Background: an optimization exercise with open tools, aiming at small area. Do not read the settings as production practice. Function was checked by simulation only, so behaviour that the tests miss may differ from the original. Power is estimated from default activity; no workload was simulated.

==> flow/design.v <==
`timescale 1ns/1ps
package fu_ctrl_pkg;
    typedef logic [31:0] inst_t;
    typedef logic [4:0]  reg_addr_t;
    typedef logic [4:0]  lat_t;   
    typedef enum logic [2:0] {
        FU_NONE = 3'd0,
        FU_ALU  = 3'd1,
        FU_MEM  = 3'd2,
        FU_MUL  = 3'd3,
        FU_DIV  = 3'd4,
        FU_JUMP = 3'd5
    } fu_e;
    typedef enum logic [3:0] {
        ALU_NONE = 4'd0,
        ALU_ADD  = 4'd1,
        ALU_SUB  = 4'd2,
        ALU_AND  = 4'd3,
        ALU_OR   = 4'd4,
        ALU_XOR  = 4'd5,
        ALU_SLL  = 4'd6,
        ALU_SRL  = 4'd7,
        ALU_SLT  = 4'd8,
        ALU_SLTU = 4'd9,
        ALU_SRA  = 4'd10,
        ALU_AP4  = 4'd11,
        ALU_BOUT = 4'd12   
    } alu_op_e;
    typedef enum logic [3:0] {
        JUMP_JAL  = 4'd0,
        JUMP_BEQ  = 4'd1,
        JUMP_BNE  = 4'd2,
        JUMP_BLT  = 4'd3,
        JUMP_BGE  = 4'd4,
        JUMP_BLTU = 4'd5,
        JUMP_BGEU = 4'd6,
        JUMP_JALR = 4'd8
    } jump_op_e;
    typedef enum logic [2:0] {
        IMM_NONE = 3'd0,
        IMM_I    = 3'd1,
        IMM_B    = 3'd2,
        IMM_J    = 3'd3,
        IMM_S    = 3'd4,
        IMM_U    = 3'd5
    } imm_sel_e;
    localparam logic [6:0] OPC_R     = 7'b0110011;
    localparam logic [6:0] OPC_I     = 7'b0010011;
    localparam logic [6:0] OPC_B     = 7'b1100011;
    localparam logic [6:0] OPC_L     = 7'b0000011;
    localparam logic [6:0] OPC_S     = 7'b0100011;
    localparam logic [6:0] OPC_LUI   = 7'b0110111;
    localparam logic [6:0] OPC_AUIPC = 7'b0010111;
    localparam logic [6:0] OPC_JAL   = 7'b1101111;
    localparam logic [6:0] OPC_JALR  = 7'b1100111;
    localparam int FU_COUNT  = 6;    
    localparam int RES_DEPTH = 32;
    localparam int unsigned ALU_LAT     = 1;
    localparam int unsigned MEM_LAT     = 2;
    localparam int unsigned JUMP_LAT    = 2;
    localparam int unsigned DEF_MUL_LAT = 7;
    localparam int unsigned DEF_DIV_LAT = 24;
    function automatic logic [4:0] fu_latency(input logic [2:0] fu, input int unsigned mul_lat, input int unsigned div_lat);
        case (fu)
            fu_ctrl_pkg::FU_ALU:  fu_latency = 5'd1;
            fu_ctrl_pkg::FU_MEM:  fu_latency = 5'd2;
            fu_ctrl_pkg::FU_MUL:  fu_latency = mul_lat[4:0];
            fu_ctrl_pkg::FU_DIV:  fu_latency = div_lat[4:0];
            fu_ctrl_pkg::FU_JUMP: fu_latency = 5'd2;
            default: fu_latency = '0;
        endcase
    endfunction
endpackage
`timescale 1ns/1ps
module inst_decode (
    input  fu_ctrl_pkg::inst_t     inst,
    output fu_ctrl_pkg::fu_e       fu_class,
    output fu_ctrl_pkg::reg_addr_t rd,
    output fu_ctrl_pkg::reg_addr_t rs1,
    output fu_ctrl_pkg::reg_addr_t rs2,
    output logic      rd_used,
    output fu_ctrl_pkg::imm_sel_e  imm_sel,
    output fu_ctrl_pkg::alu_op_e   alu_op,
    output fu_ctrl_pkg::jump_op_e  jump_op,
    output logic      alu_src_a,
    output logic      alu_src_b,
    output logic      mem_we
);
    logic [6:0] opcode;
    logic [2:0] funct3;
    logic [6:0] funct7;
    assign opcode = inst[6:0];
    assign funct3 = inst[14:12];
    assign funct7 = inst[31:25];
    assign rd     = inst[11:7];
    assign rs1    = inst[19:15];
    assign rs2    = inst[24:20];
    function automatic fu_ctrl_pkg::alu_op_e alu_sel(input logic [2:0] f3, input logic alt);
        case (f3)
            3'h0:    alu_sel = alt ? fu_ctrl_pkg::ALU_SUB : fu_ctrl_pkg::ALU_ADD;
            3'h1:    alu_sel = fu_ctrl_pkg::ALU_SLL;
            3'h2:    alu_sel = fu_ctrl_pkg::ALU_SLT;
            3'h3:    alu_sel = fu_ctrl_pkg::ALU_SLTU;
            3'h4:    alu_sel = fu_ctrl_pkg::ALU_XOR;
            3'h5:    alu_sel = alt ? fu_ctrl_pkg::ALU_SRA : fu_ctrl_pkg::ALU_SRL;
            3'h6:    alu_sel = fu_ctrl_pkg::ALU_OR;
            default: alu_sel = fu_ctrl_pkg::ALU_AND;
        endcase
    endfunction
    always_comb begin
        fu_class  = fu_ctrl_pkg::FU_NONE;
        rd_used   = 1'b0;
        imm_sel   = fu_ctrl_pkg::IMM_NONE;
        alu_op    = fu_ctrl_pkg::ALU_NONE;
        jump_op   = fu_ctrl_pkg::JUMP_JAL;
        alu_src_a = 1'b0;
        alu_src_b = 1'b0;
        mem_we    = 1'b0;
        case (opcode)
            fu_ctrl_pkg::OPC_R: begin
                if (funct7 == 7'h01) begin
                    fu_class = funct3[2] ? fu_ctrl_pkg::FU_DIV : fu_ctrl_pkg::FU_MUL;
                    rd_used  = 1'b1;
                end else if (funct7 == 7'h00 ||
                             (funct7 == 7'h20 && (funct3 == 3'h0 || funct3 == 3'h5))) begin
                    fu_class = fu_ctrl_pkg::FU_ALU;
                    rd_used  = 1'b1;
                    alu_op   = alu_sel(funct3, funct7[5]);
                end
            end
            fu_ctrl_pkg::OPC_I: begin
                if ((funct3 != 3'h1 && funct3 != 3'h5) || funct7 == 7'h00 ||
                    (funct3 == 3'h5 && funct7 == 7'h20)) begin
                    fu_class  = fu_ctrl_pkg::FU_ALU;
                    rd_used   = 1'b1;
                    imm_sel   = fu_ctrl_pkg::IMM_I;
                    alu_src_b = 1'b1;
                    alu_op    = alu_sel(funct3, funct3 == 3'h5 && funct7[5]);
                end
            end
            fu_ctrl_pkg::OPC_B: begin
                if (funct3 != 3'h2 && funct3 != 3'h3) begin
                    fu_class  = fu_ctrl_pkg::FU_JUMP;
                    imm_sel   = fu_ctrl_pkg::IMM_B;
                    case (funct3)
                        3'h0:    jump_op = fu_ctrl_pkg::JUMP_BEQ;
                        3'h1:    jump_op = fu_ctrl_pkg::JUMP_BNE;
                        3'h4:    jump_op = fu_ctrl_pkg::JUMP_BLT;
                        3'h5:    jump_op = fu_ctrl_pkg::JUMP_BGE;
                        3'h6:    jump_op = fu_ctrl_pkg::JUMP_BLTU;
                        default: jump_op = fu_ctrl_pkg::JUMP_BGEU;
                    endcase
                end
            end
            fu_ctrl_pkg::OPC_L: begin
                if (funct3 != 3'h3 && funct3 < 3'h6) begin
                    fu_class = fu_ctrl_pkg::FU_MEM;
                    rd_used  = 1'b1;
                    imm_sel  = fu_ctrl_pkg::IMM_I;
                end
            end
            fu_ctrl_pkg::OPC_S: begin
                if (funct3 <= 3'h2) begin
                    fu_class = fu_ctrl_pkg::FU_MEM;
                    imm_sel  = fu_ctrl_pkg::IMM_S;
                    mem_we   = 1'b1;
                end
            end
            fu_ctrl_pkg::OPC_LUI: begin
                fu_class  = fu_ctrl_pkg::FU_ALU;
                rd_used   = 1'b1;
                imm_sel   = fu_ctrl_pkg::IMM_U;
                alu_src_b = 1'b1;
                alu_op    = fu_ctrl_pkg::ALU_BOUT;
            end
            fu_ctrl_pkg::OPC_AUIPC: begin
                fu_class  = fu_ctrl_pkg::FU_ALU;
                rd_used   = 1'b1;
                imm_sel   = fu_ctrl_pkg::IMM_U;
                alu_src_a = 1'b1;
                alu_src_b = 1'b1;
                alu_op    = fu_ctrl_pkg::ALU_ADD;
            end
            fu_ctrl_pkg::OPC_JAL: begin
                fu_class = fu_ctrl_pkg::FU_JUMP;
                rd_used  = 1'b1;
                imm_sel  = fu_ctrl_pkg::IMM_J;
                jump_op  = fu_ctrl_pkg::JUMP_JAL;
            end
            fu_ctrl_pkg::OPC_JALR: begin
                if (funct3 == 3'h0) begin
                    fu_class = fu_ctrl_pkg::FU_JUMP;
                    rd_used  = 1'b1;
                    imm_sel  = fu_ctrl_pkg::IMM_I;
                    jump_op  = fu_ctrl_pkg::JUMP_JALR;
                end
            end
            default: ;
        endcase
    end
endmodule
`timescale 1ns/1ps
`timescale 1ns/1ps
`timescale 1ns/1ps
module fu_ctrl (
    input  logic      clk,
    input  logic      rst,
    input  fu_ctrl_pkg::inst_t     inst,
    input  logic      valid_id,
    input  logic      cmp_res_fu,
    output logic      issue_ready,
    output logic      branch_ctrl,
    output logic      reg_id_flush,
    output fu_ctrl_pkg::imm_sel_e  imm_sel,
    output fu_ctrl_pkg::alu_op_e   alu_op,
    output fu_ctrl_pkg::jump_op_e  jump_op,
    output logic      alu_src_a,
    output logic      alu_src_b,
    output logic      mem_we,
    output logic      alu_en,
    output logic      mem_en,
    output logic      mul_en,
    output logic      div_en,
    output logic      jump_en,
    output fu_ctrl_pkg::fu_e       write_sel,
    output fu_ctrl_pkg::reg_addr_t rd_ctrl,
    output logic      reg_write
);
    fu_ctrl_pkg::fu_e       fu_class;
    fu_ctrl_pkg::reg_addr_t rd;
    fu_ctrl_pkg::reg_addr_t rs1;
    fu_ctrl_pkg::reg_addr_t rs2;
    logic                   rd_used;
    inst_decode u_decode (
        .inst, .fu_class, .rd, .rs1, .rs2, .rd_used,
        .imm_sel, .alu_op, .jump_op, .alu_src_a, .alu_src_b, .mem_we
    );
    logic c_alu, c_mem, c_mul, c_div, c_jmp;
    assign c_alu = fu_class == fu_ctrl_pkg::FU_ALU;
    assign c_mem = fu_class == fu_ctrl_pkg::FU_MEM;
    assign c_mul = fu_class == fu_ctrl_pkg::FU_MUL;
    assign c_div = fu_class == fu_ctrl_pkg::FU_DIV;
    assign c_jmp = fu_class == fu_ctrl_pkg::FU_JUMP;
    logic       l_alu, l_mem, l_jmp;    
    logic       e1;                     
    logic       p2_mem, p2_jmp;         
    logic       p2_w;                   
    logic [4:0] x1, x0;                 
    logic [2:0] mc;                     
    logic [4:0] dc;                     
    logic [4:0] mul_d, div_d;
    logic       flush_pending;
    assign branch_ctrl  = l_jmp && (e1 || cmp_res_fu);
    assign reg_id_flush = branch_ctrl;
    logic raw1, raw2, waw, wbc, ubusy, hazard, issue;
    assign raw1 = rs1 != '0 && ((e1 && x1 == rs1) || (p2_w && x0 == rs1) ||
                                (mc != '0 && mul_d == rs1) || (dc != '0 && div_d == rs1));
    assign raw2 = rs2 != '0 && ((e1 && x1 == rs2) || (p2_w && x0 == rs2) ||
                                (mc != '0 && mul_d == rs2) || (dc != '0 && div_d == rs2));
    assign waw = rd != '0 &&
                 ((c_alu && ((e1 && !l_alu && x1 == rd) || (mc >= 3'd2 && mul_d == rd) ||
                             (dc >= 5'd2 && div_d == rd))) ||
                  ((c_mem || c_jmp) && ((mc >= 3'd3 && mul_d == rd) || (dc >= 5'd3 && div_d == rd))) ||
                  (c_mul && dc >= 5'd8 && div_d == rd));
    assign wbc = (c_alu && (l_mem || l_jmp || mc == 3'd2 || dc == 5'd2)) ||
                 ((c_mem || c_jmp) && (mc == 3'd3 || dc == 5'd3)) ||
                 (c_mul && dc == 5'd8);
    assign ubusy = (c_mem && l_mem) || (c_jmp && l_jmp) || (c_mul && mc >= 3'd2) ||
                   (c_div && dc >= 5'd2);
    assign hazard = fu_class != fu_ctrl_pkg::FU_NONE && (raw1 || raw2 || waw || wbc || ubusy);
    assign issue_ready = !hazard || branch_ctrl;
    assign issue = valid_id && !hazard && !branch_ctrl && !flush_pending;
    assign alu_en  = issue && c_alu;
    assign mem_en  = issue && c_mem;
    assign mul_en  = issue && c_mul;
    assign div_en  = issue && c_div;
    assign jump_en = issue && c_jmp;
    logic       wb_mul, wb_div;
    logic [2:0] wsel_n;
    logic [4:0] rd_n;
    assign wb_mul = mc == 3'd1;
    assign wb_div = dc == 5'd1;
    assign wsel_n = (l_alu  ? 3'd1 : 3'd0) | (p2_mem ? 3'd2 : 3'd0) | (wb_mul ? 3'd3 : 3'd0) |
                    (wb_div ? 3'd4 : 3'd0) | (p2_jmp ? 3'd5 : 3'd0);
    assign rd_n = (l_alu ? x1 : 5'd0) | (p2_w ? x0 : 5'd0) | (wb_mul ? mul_d : 5'd0) |
                  (wb_div ? div_d : 5'd0);
    always_ff @(posedge clk or posedge rst) begin
        if (rst) begin
            l_alu         <= 1'b0;
            l_mem         <= 1'b0;
            l_jmp         <= 1'b0;
            e1            <= 1'b0;
            p2_mem        <= 1'b0;
            p2_jmp        <= 1'b0;
            p2_w          <= 1'b0;
            mc            <= '0;
            dc            <= '0;
            flush_pending <= 1'b0;
            write_sel     <= fu_ctrl_pkg::FU_NONE;
            rd_ctrl       <= '0;
            reg_write     <= 1'b0;
        end else begin
            l_alu         <= alu_en;
            l_mem         <= mem_en;
            l_jmp         <= jump_en;
            e1            <= rd_used && (alu_en || mem_en || jump_en);
            p2_mem        <= l_mem;
            p2_jmp        <= l_jmp;
            p2_w          <= e1 && !l_alu;
            mc            <= mul_en ? 3'd7 : (mc - (mc != '0 ? 3'd1 : 3'd0));
            dc            <= div_en ? 5'd24 : (dc - (dc != '0 ? 5'd1 : 5'd0));
            flush_pending <= branch_ctrl;
            write_sel     <= fu_ctrl_pkg::fu_e'(wsel_n);
            rd_ctrl       <= rd_n;
            reg_write     <= l_alu || p2_w || wb_mul || wb_div;
        end
    end
    always_ff @(posedge clk) begin
        x1 <= rd;
        x0 <= x1;
        if (mul_en) mul_d <= rd;
        if (div_en) div_d <= rd;
    end
endmodule
==> flow/flow/run.sh <==
#!/bin/bash
# Standard layout, with the smallest buffer on the ports and a single-level clock tree.
set -euo pipefail
export BUFFER_PORTS_ARGS="-buffer_cell sky130_fd_sc_hd__buf_1"
export CTS_ARGS="-sink_clustering_enable -repair_clock_nets -dont_use_dummy_load -buf_list sky130_fd_sc_hd__clkbuf_4 -sink_clustering_size 50 -sink_clustering_max_diameter 200"
bash standard.sh > standard_flow.log 2>&1
==> flow/standard.sh <==
#!/bin/bash
# synth_recipe.tcl (not shown) runs the flow's synth.tcl, then flattens the netlist and writes it again
# the make line also repeats each setting of config.mk as NAME=value (left out here)
make -C /OpenROAD-flow-scripts/flow DESIGN_CONFIG=/design/flow/config.mk WORK_HOME=/design/flow/orfs CLKGATE_MAP_FILE= SYNTH_SCRIPT=/design/flow/synth_recipe.tcl "${@:-finish}"
==> flow/config.mk <==
export PLATFORM = sky130hd
export DESIGN_NAME = fu_ctrl
export DESIGN_NICKNAME = fu_ctrl
export VERILOG_FILES = /design/flow/design.v
export SDC_FILE = /design/flow/constraint.sdc
export NUM_CORES = 4
export LEC_CHECK = 0
export CAP_MARGIN = 0
export CORE_MARGIN = 2
export CORE_UTILIZATION = 40
export SLEW_MARGIN = 0
==> flow/constraint.sdc <==
create_clock -name core_clock -period 9.0 [get_ports {clk}]
set_input_delay 1.8000 -clock core_clock [delete_from_list [all_inputs] [get_ports {clk}]]
set_output_delay 1.8000 -clock core_clock [all_outputs]
set_load 0.01 [all_outputs]
==> reports/results.tsv, run 1 <==
metric	value	unit
initial antenna violation count	0	
1st-iter DRT viols	200	
antenna-violating nets left	0	
met1 usage	27.9	%
Final Net Count	414	
first-pass GRT wire length	11600	um
wire per inst	15.5	um
clock tree sinks	45	
fin crit share	71.1	%
largest family of logic cells by synthesized area	simple AND/OR/NAND/NOR gates	
synthesis-to-layout area growth	10.9	%
Post-synth top flop	dfrtp_1	
Avg Vias per Cell	5.36	
most frequent cells in the layout	buf_1, xor2_1, xnor2_1, nor2_1, dfrtp_1	
largest net degree at the start of global routing	26	
vias in the first global route	2335	
nature of the critical path startpoint	input port	
number of synthesized register bits	45	
Die Ht	89.4	um
GR met2 Demand/Resource	28.5	%
clock latency (worst-skew pair)	0.35	ns
Synthesized Nets	359	
syn avg cell area	9.15	um^2
Core Area	7180	um^2
Period minus WS final	6.40	ns
GPL Wtd Cong	0.935	
placed wire-length estimate	5700	um
share of layout cells above drive strength 1	4.84	%
Max Freq	156	MHz
Post-synth ARST share	55.6	%
Lkg Pwr	1.27	nW
number of flops mapped to enable cells by yosys	10	
Rel. slew slack	35.9	%
# rows	31	
count of different cell masters after synthesis	55	
Synth Area in Compound Gates	12.7	%
GRT Util Overall	18.9	%
CTS tree	yes	
skew final	0.0193	ns
Seq/Total Area, Yosys	38.6	%
critical path arrival	4.60	ns
cells after synthesis	319	
Die Wd	89.4	um
# resized after CTS	0	
Placement Cell Area	3200	um^2
Clock Tree Buf Depth	2	
Pre-antenna DRT Iters	4	
drt total wl	7300	um
final hold violations	0	
full die area	8000	um^2
Final Non-Filler Cells	471	
remaining global-route overflow	0	
cts bufs inserted	5	
fin util	45.1	%
Worst-path clk slew	0.12	ns
DRC viols	0	
kind of critical path	input port to output port	
Pwr Density	164	nW/um^2
mapped cell area	2920	um^2
WP data required	7.20	ns
Post-CTS Setup Repair Bufs	0	
Final TNS setup	0	ns
post-route cell area	3240	um^2
max_cap viols	0	
met3 global-route usage	3.51	%
I/O pin total	67	
global route hottest layer	met2	
Hold WC Path Type	register to register	
RSZ-0062 raised after global routing	false	
Antenna Cells	0	
hold buffers post-CTS	0	
Adder-Cell Fraction of Synth Area	1.71	%
measured slew at the worst slew-check pin	0.960	ns
H-tree lvl count	2	
Fillers	739	
Initial Utilization	40.7	%
Port Buf Inserts	66	
Vias	2523	
final setup vio count	0	
status	no timing/DRC/antenna violations	
worst vdd ir	75.5	uV
Max Slew Vio Count	0	
Cells after DPL	466	
Crit. End Element	output port	
root buffer cell	clkbuf_4	
multiplexer share of the synthesized area	0	%
Pwr Total	532	uW
Post-Synth Simple-Gate Area	24.2	%
Syn. warnings	2	
critical path peak fanout	14	
most common cell after layout, fill and taps aside	buf_1	
XOR/XNOR Fraction of Synth Area	18.0	%
worst max-delay path, cell delays in order:
cell	delay, ns
buf_1	0.41
a21oi_1	0.20
o2111ai_1	0.25
o221a_2	0.22
o31ai_1	0.11
or4b_1	0.49
a211o_2	0.45
nor2_1	0.46
buf_1	0.20
path summary, 6_finish.rpt:
| check | start | end | slack [ns] | cells past startpoint |
|---|---|---|---|---|
| setup / recovery | inst[12] | mul_en | 2.60 | 9 |
| hold reg to reg | p2_mem | write_sel[1] | 0.44 | 1 |
| min in group asynchronous | rst | l_jmp | 1.63 | 2 |
| hold / removal | p2_mem | write_sel[1] | 0.44 | 1 |
| setup reg to reg | dc[3] | mul_d[3] | 6.03 | 6 |
| max in group asynchronous | rst | rd_ctrl[2] | 6.78 | 2 |
cell type report:
type / instances / area [um^2] / share of cell area, %
clock buffer: 5 / 37.5 / 1.16
inverter: 13 / 48.8 / 1.51
multi-input combinational: 243 / 1650 / 51.1
sequential: 45 / 1130 / 34.8
tap: 99 / 124 / 3.83
timing repair buffer: 66 / 248 / 7.65
where the power goes:
group          switching, mW  internal (mW)  leakage, nW
Combinational         0.0951         0.0764        0.748
Sequential            0.0341          0.242        0.502
Clock                 0.0577         0.0262       0.0230
sequential cells by signal (all words and copies together) (netlist names), 3 cells and up:
name       count
x0             5
div_d          5
x1             5
mul_d          5
mc             3
write_sel      3
rd_ctrl        5
dc             5
logic make-up after synthesis:
family	after synthesis
DFF	45
adders and majority gates	4
and+or+nand+nor	128
xor gates and xnor gates	60
AOI/OAI and AO/OA	51
buffers and inverters	31
per-layer routing:
| metal | part of all wire [%] | wire (um) |
|---|---|---|
| met5 | 0 | 0 |
| met4 | 0.79 | 58 |
| met3 | 5.3 | 387 |
| met2 | 45 | 3260 |
| met1 | 49 | 3600 |
synth_stat cells (9+ instances only):
cell	number	area, um^2
edfxtp_1	10	300
nand3_1	11	55.1
xor2_1	32	280
dfxtp_1	10	200
inv_1	13	48.8
xnor2_1	28	245
o21ai_0	9	45.0
nor3_1	12	60.1
nand2_1	20	75.1
dfrtp_1	25	626
nor2_1	25	93.8
nor4_1	14	87.6
per-stage QoR:
step / setup slack (ns) / hold slack, ns
after CTS: 2.63 / 0.450
after floorplan: 3.40 / 0.375
after detailed placement: 2.64 / 0.422
after global placement: 2.78 / 0.423
final: 2.60 / 0.444
after global routing: 2.41 / 0.470
==> run 2, diff against run 1 <==
==> flow/flow/run.sh (replaced) <==
#!/bin/bash
# Standard layout, with the smallest buffer on the ports and a single-level clock tree.
set -euo pipefail
export BUFFER_PORTS_ARGS="-buffer_cell sky130_fd_sc_hd__buf_1"
export CTS_ARGS="-sink_clustering_enable -repair_clock_nets -dont_use_dummy_load -buf_list {sky130_fd_sc_hd__clkbuf_2 sky130_fd_sc_hd__clkbuf_4 sky130_fd_sc_hd__clkbuf_8}"
bash standard.sh > standard_flow.log 2>&1
--- a/flow/config.mk
+++ b/flow/config.mk
@@ -8,4 +8,4 @@
 export CAP_MARGIN = 0
 export CORE_MARGIN = 2
-export CORE_UTILIZATION = 40
+export CORE_UTILIZATION = 70
 export SLEW_MARGIN = 0
==> run 2 against run 1 <==
Total power grew 5.7%. Die area shrank 41%. Clock-buffer cell count is the same. Non-clock buffer count is the same. Sequential share of layout area grew 0.33 points. Maximum frequency grew 2.0%. Clock power grew about 30%. Worst setup slack gained 0.13 ns. Area after synthesis is the same.
==> reports/results.tsv, run 2 <==
metric	value	unit	change
status	no timing/DRC/antenna violations		unchanged
antenna-violating nets left	0		unchanged
HP Start	l_mem		was p2_mem
fin crit share	69.7	%	was 71.1%
max_cap viols	0		unchanged
root buffer cell	clkbuf_8		was clkbuf_4
initial antenna violation count	0		unchanged
Max Slew Vio Count	0		unchanged
number of synthesized register bits	45		unchanged
clock network power share	19.4	%	was 15.8%
WP data required	7.20	ns	about the same
Hold WC Path Type	register to register		unchanged
met1 usage	46.4	%	was 27.9%
Final Net Count	414		unchanged
nature of the critical path startpoint	input port		unchanged
largest area contributor in the netlist	dfrtp_1		unchanged
Seq/Total Area, Yosys	38.6	%	unchanged
Commonest cells post-synth	xor2_1, xnor2_1, dfrtp_1, nor2_1, nand2_1		unchanged
measured slew at the worst slew-check pin	1.01	ns	was 0.960 ns
number of flops mapped to enable cells by yosys	10		unchanged
CP cell instances	buf_1, or3_1, a211o_2, o221a_2, o31ai_1, or4b_1, a211o_2, nor2_1, buf_1		was buf_1, a21oi_1, o2111ai_1, o221a_2, o31ai_1, or4b_1, a211o_2, nor2_1, buf_1
worst vdd ir	183	uV	was 75.5 uV
top-count cell post-synth	xor2_1		unchanged
Reg power frac	49.5	%	was 51.9%
Port Buf Inserts	66		unchanged
global route hottest layer	met2		unchanged
Die Ht	68.6	um	was 89.4 um
Avg Vias per Cell	6.24		was 5.36
cells after synthesis	319		unchanged
syn avg cell area	9.15	um^2	unchanged
Synthesized Nets	359		unchanged
Max Freq	159	MHz	was 156 MHz
Syn. warnings	2		unchanged
RSZ-0062 raised after global routing	false		unchanged
Register-to-Register Path Depth	6		unchanged
Antenna Cells	0		unchanged
Period minus WS final	6.27	ns	was 6.40 ns
CTS tree	yes		unchanged
first-pass GRT wire length	11300	um	was 11600 um
Worst-path clk slew	0.06	ns	was 0.12 ns
Final Non-Filler Cells	422		was 471
Post-CTS Setup Repair Bufs	0		unchanged
remaining global-route overflow	0		unchanged
GRT Util Overall	32.9	%	was 18.9%
Post-synth ARST share	55.6	%	unchanged
GR met2 Demand/Resource	51.8	%	was 28.5%
clock latency (worst-skew pair)	0.29	ns	was 0.35 ns
switching part of the total	34.3	%	was 35.2%
met3 global-route usage	6.98	%	was 3.51%
vias in the first global route	2373		was 2335
Pre-antenna DRT Iters	5		was 4
sw power	192	uW	was 187 uW
GPL Wtd Cong	0.934		was 0.935
hold path cells	0		was 1
mapped cell area	2920	um^2	unchanged
Cells after DPL	417		was 466
Die Wd	68.6	um	was 89.4 um
synthesis-to-layout area growth	9.86	%	was 10.9%
Core Area	4000	um^2	was 7180 um^2
skew final	0.0188	ns	was 0.0193 ns
Lkg Pwr	1.29	nW	was 1.27 nW
Vias	2633		was 2523
share of layout cells above drive strength 1	4.84	%	unchanged
H-tree lvl count	2		unchanged
Crit. End Element	output port		unchanged
full die area	4700	um^2	was 8000 um^2
worst r2r src	dc[3]		unchanged
kind of critical path	input port to output port		unchanged
Pwr Density	175	nW/um^2	was 164 nW/um^2
Internal Dissipation	369	uW	was 345 uW
reg-to-reg setup timing slack	6.14	ns	was 6.03 ns
drt total wl	7110	um	was 7300 um
Synth area leaders	dfrtp_1, edfxtp_1, xor2_1		unchanged
hold buffers post-CTS	0		unchanged
placed wire-length estimate	5550	um	was 5700 um
count of different cell masters after synthesis	55		unchanged
Logic pwr share	31.1	%	was 32.3%
final hold violations	0		unchanged
largest net degree at the start of global routing	26		unchanged
wire per inst	16.8	um	was 15.5 um
DRC viols	0		unchanged
hold endpoint	p2_mem		was write_sel[1]
# resized after CTS	0		unchanged
I/O pin total	67		unchanged
Final TNS setup	0	ns	unchanged
critical path arrival	4.47	ns	was 4.60 ns
final setup vio count	0		unchanged
Synth top area share	21.4	%	unchanged
Slowest-stage cell, CP	or4b_1		unchanged
Clock Tree Buf Depth	2		unchanged
clock tree sinks	45		unchanged
critical path peak fanout	16		was 14
most common cell after layout, fill and taps aside	buf_1		unchanged
Rel. slew slack	32.4	%	was 35.9%
cts bufs inserted	5		unchanged
# rows	23		was 31
r2r endpoint	div_d[4]		was mul_d[3]
Initial Utilization	73.0	%	was 40.7%
most frequent cells in the layout	buf_1, xor2_1, xnor2_1, nor2_1, dfrtp_1		unchanged
delay of the slowest critical-path stage	0.48	ns	was 0.49 ns
1st-iter DRT viols	307		was 200
Post-synth top flop	dfrtp_1		unchanged
[run 2: cell count changes in the layout (fill, tap and decap cells not counted)]
cell,previous run,this run
clkbuf_4,5,0
clkbuf_8,0,5
[run 2: how the worst max path moves through the flow]
stage	start	to	slack (ns)	cells after the start
5_1_grt	inst[12]	div_en	2.52	9
4_1_cts	inst[14]	div_en	2.78	9
3_3_place_gp	inst[14]	mul_en	2.85	9
6_report	inst[14]	div_en	2.73	9
2_1_floorplan	inst[13]	div_en	3.40	9
3_5_place_dp	inst[14]	div_en	2.79	9
[run 2: cell families (layout without fill, tap and decap cells)]
family	count (synthesis)	count (layout)	share of synthesized area [%]
adders and majority gates	4	4	1.71
xor gates and xnor gates	60	60	18.0
and+or+nand+nor	128	128	24.2
buffers and inverters	31	84	4.80
DFF	45	45	38.6
AOI/OAI and AO/OA	51	51	12.7
[run 2: power by group through the flow]
stage	registers, mW	clock network [mW]	logic [mW]
6_report	0.278	0.109	0.174
5_1_grt	0.285	0.120	0.198
4_1_cts	0.277	0.110	0.174
3_5_place_dp	0.281	0	0.173
3_3_place_gp	0.280	0	0.166
2_1_floorplan	0.276	0	0.128
[run 2: worst max-delay path, delay by kind of cell]
| family | cells | cell delay [ns] |
|---|---|---|
| buffers and inverters | 2 | 0.65 |
| AOI/OAI and AO/OA | 4 | 0.90 |
| and+or+nand+nor | 3 | 1.12 |
[run 2: final cells by class]
class                      count  area (um^2)
multi-input combinational    243         1650
sequential                    45         1130
timing repair buffer          66          248
inverter                      13         48.8
tap                           50         62.6
clock buffer                   5         68.8
fill                         292          793
[run 2: layer usage]
| metal | part of all wire (%) | up-vias |
|---|---|---|
| met5 | 0 | - |
| met4 | 0.86 | 0 |
| met3 | 9.2 | 6 |
| met2 | 47 | 135 |
| met1 | 43 | 1239 |
| li1 | - | 1253 |
[run 2: through the flow]
step	area [um^2]	setup WS (ns)	power (mW)	hold WS (ns)	utilization, %
finish	3210	2.73	0.562	0.427	80.2
global route	3210	2.52	0.603	0.445	80.2
CTS	3210	2.78	0.562	0.423	80.2
detailed placement	3140	2.79	0.454	0.410	78.4
global placement	3140	2.85	0.446	0.415	78.4
floorplan	2920	3.40	0.404	0.375	-
==> run 3, diff against run 2 <==
==> flow/run.sh (new file) <==
#!/bin/bash
# synth_recipe.tcl (not shown) runs the flow's synth.tcl, then flattens the netlist and writes it again
# the make line also repeats each setting of config.mk as NAME=value (left out here)
make -C /OpenROAD-flow-scripts/flow DESIGN_CONFIG=/design/flow/config.mk WORK_HOME=/design/flow/orfs CLKGATE_MAP_FILE= SYNTH_SCRIPT=/design/flow/synth_recipe.tcl finish
--- a/flow/config.mk
+++ b/flow/config.mk
@@ -6,6 +6,6 @@
 export NUM_CORES = 4
 export LEC_CHECK = 0
-export CAP_MARGIN = 0
+export CAP_MARGIN = 20
 export CORE_MARGIN = 2
-export CORE_UTILIZATION = 70
-export SLEW_MARGIN = 0
+export CORE_UTILIZATION = 40
+export SLEW_MARGIN = 20
removed: flow/flow/run.sh
removed: flow/standard.sh
==> run 3 against run 2 <==
Synthesized cell count stayed put. Area after synthesis stayed put. Still clean. Critical endpoint is now mul_en. Global-route usage is 13 points lower. Maximum frequency is 11% lower. Total power is 12% higher. Sequential power hardly changed. Utilization is 28 points lower. First-iteration DRC count is 37% lower. Critical path type unchanged. Clock-buffer cell count stayed put. Hold slack better by 0.0075 ns. Non-clock buffer count is 1 higher. Highest routed layer unchanged. Combinational power is 14% higher.
==> reports/results.tsv, run 3 <==
metric	value	unit	change
number of synthesized register bits	45		unchanged
Post-CTS Setup Repair Bufs	0		unchanged
Cells after DPL	466		was 417
cells after synthesis	319		unchanged
CTS tree	yes		unchanged
1st-iter DRT viols	192		was 307
Die Ht	89.4	um	was 68.6 um
largest net degree at the start of global routing	26		unchanged
nature of the critical path startpoint	input port		unchanged
vias in the first global route	2250		was 2373
switching part of the total	31.8	%	was 34.3%
most common cell after layout, fill and taps aside	clkdlybuf4s50_1		was buf_1
Die Wd	89.4	um	was 68.6 um
sw power	199	uW	was 192 uW
# resized after CTS	0		unchanged
Final TNS setup	0	ns	unchanged
Synth top area share	21.4	%	unchanged
Internal Dissipation	427	uW	was 369 uW
first-pass GRT wire length	11900	um	was 11300 um
worst vdd ir	141	uV	was 183 uV
RSZ-0062 raised after global routing	false		unchanged
drt total wl	7600	um	was 7110 um
Final Net Count	415		was 414
worst setup margin	1.95	ns	was 2.73 ns
synthesis-to-layout area growth	28.5	%	was 9.86%
Synth area leaders	dfrtp_1, edfxtp_1, xor2_1		unchanged
mapped cell area	2920	um^2	unchanged
most frequent cells in the layout	clkdlybuf4s50_1, xor2_1, xnor2_1, nor2_1, dfrtp_1		was buf_1, xor2_1, xnor2_1, nor2_1, dfrtp_1
count of different cell masters after synthesis	55		unchanged
Seq/Total Area, Yosys	38.6	%	unchanged
Port Buf Inserts	66		unchanged
clock tree sinks	45		unchanged
number of flops mapped to enable cells by yosys	10		unchanged
H-tree lvl count	2		unchanged
Lkg Pwr	1.48	nW	was 1.29 nW
GRT Util Overall	19.6	%	was 32.9%
GPL Wtd Cong	0.950		was 0.934
WP data required	7.20	ns	about the same
Antenna Cells	0		unchanged
Synthesized Nets	359		unchanged
Hold WC Path Type	register to register		unchanged
Worst-path clk slew	0.08	ns	was 0.06 ns
final setup vio count	0		unchanged
fin crit share	78.4	%	was 69.7%
Max Freq	142	MHz	was 159 MHz
antenna-violating nets left	0		unchanged
full die area	8000	um^2	was 4700 um^2
Logic pwr share	31.8	%	was 31.1%
clock network power share	23.9	%	was 19.4%
DRC viols	0		unchanged
critical path arrival	5.25	ns	was 4.47 ns
clock latency (worst-skew pair)	0.29	ns	about the same
measured slew at the worst slew-check pin	1.06	ns	was 1.01 ns
I/O pin total	67		unchanged
Clock Tree Buf Depth	2		unchanged
top-count cell post-synth	xor2_1		unchanged
Post-synth ARST share	55.6	%	unchanged
largest area contributor in the netlist	dfrtp_1		unchanged
cts bufs inserted	5		unchanged
Reg power frac	44.3	%	was 49.5%
max_cap viols	0		unchanged
Vias	2546		was 2633
Initial Utilization	40.7	%	was 73.0%
skew final	0.00611	ns	was 0.0188 ns
HP Start	l_mem		unchanged
kind of critical path	input port to output port		unchanged
share of layout cells above drive strength 1	5.59	%	was 4.84%
Syn. warnings	2		unchanged
Post-synth top flop	dfrtp_1		unchanged
status	no timing/DRC/antenna violations		unchanged
worst r2r src	dc[3]		unchanged
# rows	31		was 23
root buffer cell	clkbuf_8		unchanged
Max Slew Vio Count	0		unchanged
remaining global-route overflow	0		unchanged
final hold violations	0		unchanged
Period minus WS final	7.05	ns	was 6.27 ns
Avg Vias per Cell	5.36		was 6.24
initial antenna violation count	0		unchanged
Setup WS pre-CTS	1.97	ns	was 2.79 ns
Commonest cells post-synth	xor2_1, xnor2_1, dfrtp_1, nor2_1, nand2_1		unchanged
placed wire-length estimate	5920	um	was 5550 um
hold buffers post-CTS	0		unchanged
critical path peak fanout	14		was 16
Pre-antenna DRT Iters	5		unchanged
Crit. End Element	output port		unchanged
wire per inst	16.0	um	was 16.8 um
Rel. slew slack	29.0	%	was 32.4%
Final Non-Filler Cells	475		was 422
worst setup path startpoint	inst[12]		was inst[14]
Core Area	7180	um^2	was 4000 um^2
Pwr Density	167	nW/um^2	was 175 nW/um^2
syn avg cell area	9.15	um^2	unchanged
[run 3: cell counts after synthesis]
Identical to the previous run, type by type.
[run 3: kinds of logic (layout without fill, tap and decap cells)]
logic type / Yosys count / count (layout) / share of synthesized area [%]
flip-flops: 45 / 45 / 38.6
AO/OA/AOI/OAI: 51 / 51 / 12.7
adder cells (fa/ha/maj): 4 / 4 / 1.71
AND/OR/NAND/NOR: 128 / 128 / 24.2
XOR/XNOR: 60 / 60 / 18.0
buffers and inverters: 31 / 88 / 4.80
[run 3: final timing paths]
kind / cells past startpoint / slack, ns / end
max: 9 / 1.95 / mul_en
min: 0 / 0.43 / p2_mem
max reg2reg: 6 / 6.06 / mul_d[2]
min reg2reg: 0 / 0.43 / p2_mem
max in group asynchronous: 3 / 6.88 / dc[3]
min in group asynchronous: 2 / 1.74 / rd_ctrl[3]
[run 3: layout make-up]
class,instances,area (um^2)
fillers,645,3430
multi-input cells,243,1650
flip-flops and latches,45,1130
repair buffers,67,688
well taps,99,124
clock buffers,5,68.8
inverters,13,48.8
clock inverters,3,41.3
[run 3: metal layers]
layer	global-route usage [%]	wire, um	share of wire (%)	vias to the layer above
met5	0	0	0	-
met4	3.53	60	0.79	0
met3	3.14	362	4.8	7
met2	28.4	3340	44	79
met1	30.7	3840	51	1205
li1	-	-	-	1255
[run 3: worst max-delay path: stages]
cell and delay [ns]:
clkdlybuf4s50_1 0.75, a21oi_1 0.18, o2111ai_1 0.23, o221a_2 0.21
o31ai_1 0.09, or4b_1 0.48, a211o_2 0.46, nor2_1 0.42
clkdlybuf4s50_1 0.63
[run 3: stage by stage]
stage               cell area [um^2]  hold WS, ns  utilization [%]  power [mW]
floorplan                       2920        0.375                -       0.404
global placement                3610        0.423             50.3       0.477
detailed placement              3610        0.421             50.3       0.478
CTS                             3720        0.442             51.9       0.630
global route                    3750        0.468             52.3       0.673
finish                          3750        0.434             52.3       0.627
[run 3: power groups by stage]
| stage | Combinational [mW] | Sequential [mW] | Clock [mW] |
|---|---|---|---|
| 2_1_floorplan | 0.128 | 0.276 | 0 |
| 3_3_place_gp | 0.196 | 0.281 | 0 |
| 3_5_place_dp | 0.197 | 0.281 | 0 |
| 4_1_cts | 0.199 | 0.277 | 0.155 |
| 5_1_grt | 0.225 | 0.283 | 0.165 |
| 6_report | 0.199 | 0.277 | 0.150 |
==> run 4, diff against run 3 <==
==> flow/flow/run.sh (new file) <==
#!/bin/bash
# Standard layout, except: an area-oriented ABC script in synthesis, the smallest
# buffer on the ports, and no dummy clock loads.
set -euo pipefail
cd "$(dirname "$0")/.."
export MY_WORK=$(pwd)
export MY_ABC_SCRIPT=$MY_WORK/flow/abc_area.script
export BUFFER_PORTS_ARGS="-buffer_cell sky130_fd_sc_hd__buf_1"
export CTS_ARGS="-sink_clustering_enable -repair_clock_nets -dont_use_dummy_load"
bash standard.sh SYNTH_SCRIPT=$MY_WORK/flow/synth.tcl finish > standard_flow.log 2>&1
==> flow/flow/abc_area.script (new file) <==
strash
&get -n
&st
&deepsyn -T 20
&put
dch -f
amap -m
topo
dnsize -c
==> flow/flow/synth.tcl (new file) <==
# The standard synthesis script, with the combinational mapping done by an
# area-oriented ABC script (flow/abc_area.script) instead of the speed script.
proc abc {args} {
  set i [lsearch -exact $args -script]
  if { $i >= 0 } { lset args [expr {$i + 1}] $::env(MY_ABC_SCRIPT) }
  puts "abc args: $args"
  yosys abc {*}$args
}
source $::env(MY_WORK)/synth_recipe.tcl
==> flow/standard.sh (new file) <==
#!/bin/bash
# synth_recipe.tcl (not shown) runs the flow's synth.tcl, then flattens the netlist and writes it again
# the make line also repeats each setting of config.mk as NAME=value (left out here)
make -C /OpenROAD-flow-scripts/flow DESIGN_CONFIG=/design/flow/config.mk WORK_HOME=/design/flow/orfs CLKGATE_MAP_FILE= SYNTH_SCRIPT=/design/flow/synth_recipe.tcl "${@:-finish}"
--- a/flow/config.mk
+++ b/flow/config.mk
@@ -6,6 +6,6 @@
 export NUM_CORES = 4
 export LEC_CHECK = 0
-export CAP_MARGIN = 20
+export CAP_MARGIN = 0
 export CORE_MARGIN = 2
 export CORE_UTILIZATION = 40
-export SLEW_MARGIN = 20
+export SLEW_MARGIN = 0
removed: flow/run.sh
==> run 4 against run 3 <==
Final cell count fell by 1.1%. Area after synthesis fell by 11%. Largest cell class unchanged. Clock skew rose by 0.0091 ns. Critical path depth rose by 6. Via count rose by 8.9%. Die area fell by 10%. Global-route usage rose by 1.9 points.
==> reports/results.tsv, run 4 <==
metric	value	unit	change
GRT Util Overall	21.4	%	was 19.6%
Post-CTS Setup Repair Bufs	0		unchanged
Synth top area share	24.0	%	was 21.4%
number of synthesized register bits	45		unchanged
XOR/XNOR Fraction of Synth Area	0	%	was 18.0%
most frequent cells in the layout	buf_1, clkinv_1, nor2_1, o22ai_1, dfrtp_1		was clkdlybuf4s50_1, xor2_1, xnor2_1, nor2_1, dfrtp_1
wire per inst	16.4	um	was 16.0 um
Avg Vias per Cell	5.90		was 5.36
met1 usage	32.8	%	was 30.7%
multiplexer share of the synthesized area	0	%	unchanged
Lkg Pwr	1.07	nW	was 1.48 nW
Port Buf Inserts	66		unchanged
DRC viols	0		unchanged
skew final	0.0152	ns	was 0.00611 ns
worst vdd ir	96.6	uV	was 141 uV
Rel. slew slack	40.8	%	was 29.0%
largest area contributor in the netlist	dfrtp_1		unchanged
Max Slew Vio Count	0		unchanged
fin util	47.8	%	was 52.3%
Die Wd	84.7	um	was 89.4 um
Syn. warnings	2		unchanged
max_cap viols	0		unchanged
post-route cell area	3020	um^2	was 3750 um^2
share of layout cells above drive strength 1	1.53	%	was 5.59%
Post-Synth Simple-Gate Area	19.9	%	was 24.2%
drt total wl	7700	um	was 7600 um
Die Ht	84.7	um	was 89.4 um
Seq/Total Area, Yosys	43.2	%	was 38.6%
global route hottest layer	met1		unchanged
GPL Wtd Cong	0.990		was 0.950
WP data required	7.20	ns	about the same
mapped cell area	2610	um^2	was 2920 um^2
Pwr Total	555	uW	was 627 uW
clock tree sinks	45		unchanged
# rows	29		was 31
1st-iter DRT viols	374		was 192
measured slew at the worst slew-check pin	0.883	ns	was 1.06 ns
critical path peak fanout	7		was 14
kind of critical path	input port to output port		unchanged
largest family of logic cells by synthesized area	compound AO/OA/AOI/OAI gates		was simple AND/OR/NAND/NOR gates
syn avg cell area	8.09	um^2	was 9.15 um^2
Synth area leaders	dfrtp_1, edfxtp_1, clkinv_1		was dfrtp_1, edfxtp_1, xor2_1
CTS tree	yes		unchanged
hold buffers post-CTS	0		unchanged
Synth Area in Compound Gates	25.7	%	was 12.7%
cts bufs inserted	5		unchanged
Pwr Density	184	nW/um^2	was 167 nW/um^2
H-tree lvl count	2		unchanged
Hold WC Path Type	register to register		unchanged
Final Non-Filler Cells	470		was 475
Synthesized Nets	362		was 359
initial antenna violation count	0		unchanged
synthesis-to-layout area growth	15.8	%	was 28.5%
vias in the first global route	2391		was 2250
fin crit share	72.9	%	was 78.4%
Crit. End Element	output port		unchanged
Worst-path clk slew	0.08	ns	about the same
final setup vio count	0		unchanged
met3 global-route usage	3.05	%	was 3.14%
GR met2 Demand/Resource	31.6	%	was 28.4%
Pre-antenna DRT Iters	6		was 5
root buffer cell	clkbuf_8		unchanged
Fillers	654		was 645
antenna-violating nets left	0		unchanged
I/O pin total	67		unchanged
Adder-Cell Fraction of Synth Area	1.92	%	was 1.71%
count of different cell masters after synthesis	33		was 55
Max Freq	152	MHz	was 142 MHz
Commonest cells post-synth	clkinv_1, nor2_1, o22ai_1, dfrtp_1, o21ai_0		was xor2_1, xnor2_1, dfrtp_1, nor2_1, nand2_1
Placement Cell Area	2950	um^2	was 3610 um^2
largest net degree at the start of global routing	26		unchanged
Post-synth ARST share	55.6	%	unchanged
nature of the critical path startpoint	input port		unchanged
full die area	7180	um^2	was 8000 um^2
# resized after CTS	0		unchanged
Clock Tree Buf Depth	2		unchanged
Final TNS setup	0	ns	unchanged
final hold violations	0		unchanged
Vias	2772		was 2546
first-pass GRT wire length	12400	um	was 11900 um
Period minus WS final	6.56	ns	was 7.05 ns
number of flops mapped to enable cells by yosys	10		unchanged
status	no timing/DRC/antenna violations		unchanged
top-count cell post-synth	clkinv_1		was xor2_1
clock latency (worst-skew pair)	0.30	ns	was 0.29 ns
Cells after DPL	465		was 466
Core Area	6310	um^2	was 7180 um^2
placed wire-length estimate	6080	um	was 5920 um
RSZ-0062 raised after global routing	false		unchanged
critical path arrival	4.76	ns	was 5.25 ns
Initial Utilization	41.3	%	was 40.7%
cells after synthesis	322		was 319
remaining global-route overflow	0		unchanged
Post-synth top flop	dfrtp_1		unchanged
most common cell after layout, fill and taps aside	buf_1		was clkdlybuf4s50_1
Final Net Count	435		was 415
Antenna Cells	0		unchanged
-- run 4: cell types whose count changed after synthesis, sizes merged, moves of 6 or more --
cell,change
o221ai,+7
clkbuf,-7
nor4,-6
nand2,-8
buf,-10
inv,-13
xnor2,-28
nor2,+33
o22ai,+28
and3,-6
clkinv,+62
xor2,-32
-- run 4: path summary, 6_finish.rpt --
check,endpoint,cells after the start,slack (ns),startpoint
worst max-delay path,mul_en,15,2.44,inst[4]
worst min-delay path,p2_jmp,0,0.40,l_jmp
worst max register to register,mc[2],13,5.51,mc[2]
worst min register to register,p2_jmp,0,0.40,l_jmp
max in group asynchronous,rd_ctrl[3],2,7.03,rst
min in group asynchronous,dc[1],2,1.55,rst
-- run 4: report_power, final --
group          internal, mW  switching, mW  total, mW
clock                0.0502         0.0645      0.115
sequential            0.243         0.0265      0.270
combinational        0.0650          0.105      0.170
total                 0.358          0.197      0.555
-- run 4: critical path, cell delays in order --
cell      delay, ns
buf_1          0.07
clkinv_1       0.07
nor2_1         0.10
nand3_1        0.10
or3_1          0.33
nor2_1         0.17
nand4b_1       0.19
a211oi_1       0.25
a211oi_1       0.06
o41ai_1        0.21
nor2b_1        0.20
nand3_1        0.18
or2_0          0.28
nor2_1         0.53
buf_1          0.21
-- run 4: stage by stage --
stage          worst slack (ns)  hold WS (ns)
3_3_place_gp               2.47         0.373
6_report                   2.44         0.398
3_5_place_dp               2.43         0.379
2_1_floorplan              3.00         0.361
5_1_grt                    2.03         0.405
4_1_cts                    2.42         0.400
-- run 4: cells by family after synthesis --
logic type / after synthesis
compound gates: 96
flops: 45
fa+ha+maj: 4
simple gates: 114
buf+inv: 63
-- run 4: area by class of cell --
class / count / area [um^2] / area share (%)
sequential: 45 / 1130 / 37.3
inverter: 62 / 233 / 7.71
tap: 77 / 96.3 / 3.19
timing repair buffer: 67 / 255 / 8.45
clock buffer: 5 / 68.8 / 2.28
multi-input combinational: 214 / 1240 / 41.1
-- run 4: per-layer routing --
layer  vias to the layer above  part of all wire (%)
met5                         -                     0
met4                         0                   2.3
met3                        21                   7.4
met2                       145                    43
met1                      1267                    47
li1                       1339                     -

static timing again, ports no longer ideal:
No port has a modelled driver above. Below, the same layouts with a new extraction and two added sets of constraints. Step 1 (the two cells are an assumption about what drives the block):
set clk [get_ports {clk}]
set_driving_cell -lib_cell sky130_fd_sc_hd__clkbuf_16 $clk
set_driving_cell -lib_cell sky130_fd_sc_hd__buf_2 [delete_from_list [all_inputs] $clk]
Step 2 times the ports against the registers' clock, not the clock port: input delays grow and output delays shrink by t, the midpoint of the rising clock arrivals with the driver on. a / b / c = ideal ports / drivers / drivers and shift; a / b = the first two.
run | t, ns | setup WS [ns] | cell pins on the clock port's net
run 1 | 0.366 | 2.600 / 2.576 / 2.576 | 1
run 2 | 0.311 | 2.726 / 2.703 / 2.703 | 1
run 3 | 0.319 | 1.946 / 1.924 / 1.924 | 1
run 4 | 0.320 | 2.438 / 2.413 / 2.413 | 1
After both steps setup and hold are still met in every run listed. The setup slack of run 4, which loses most, moves by -0.025 ns with the drivers and by -0.025 ns with both steps.
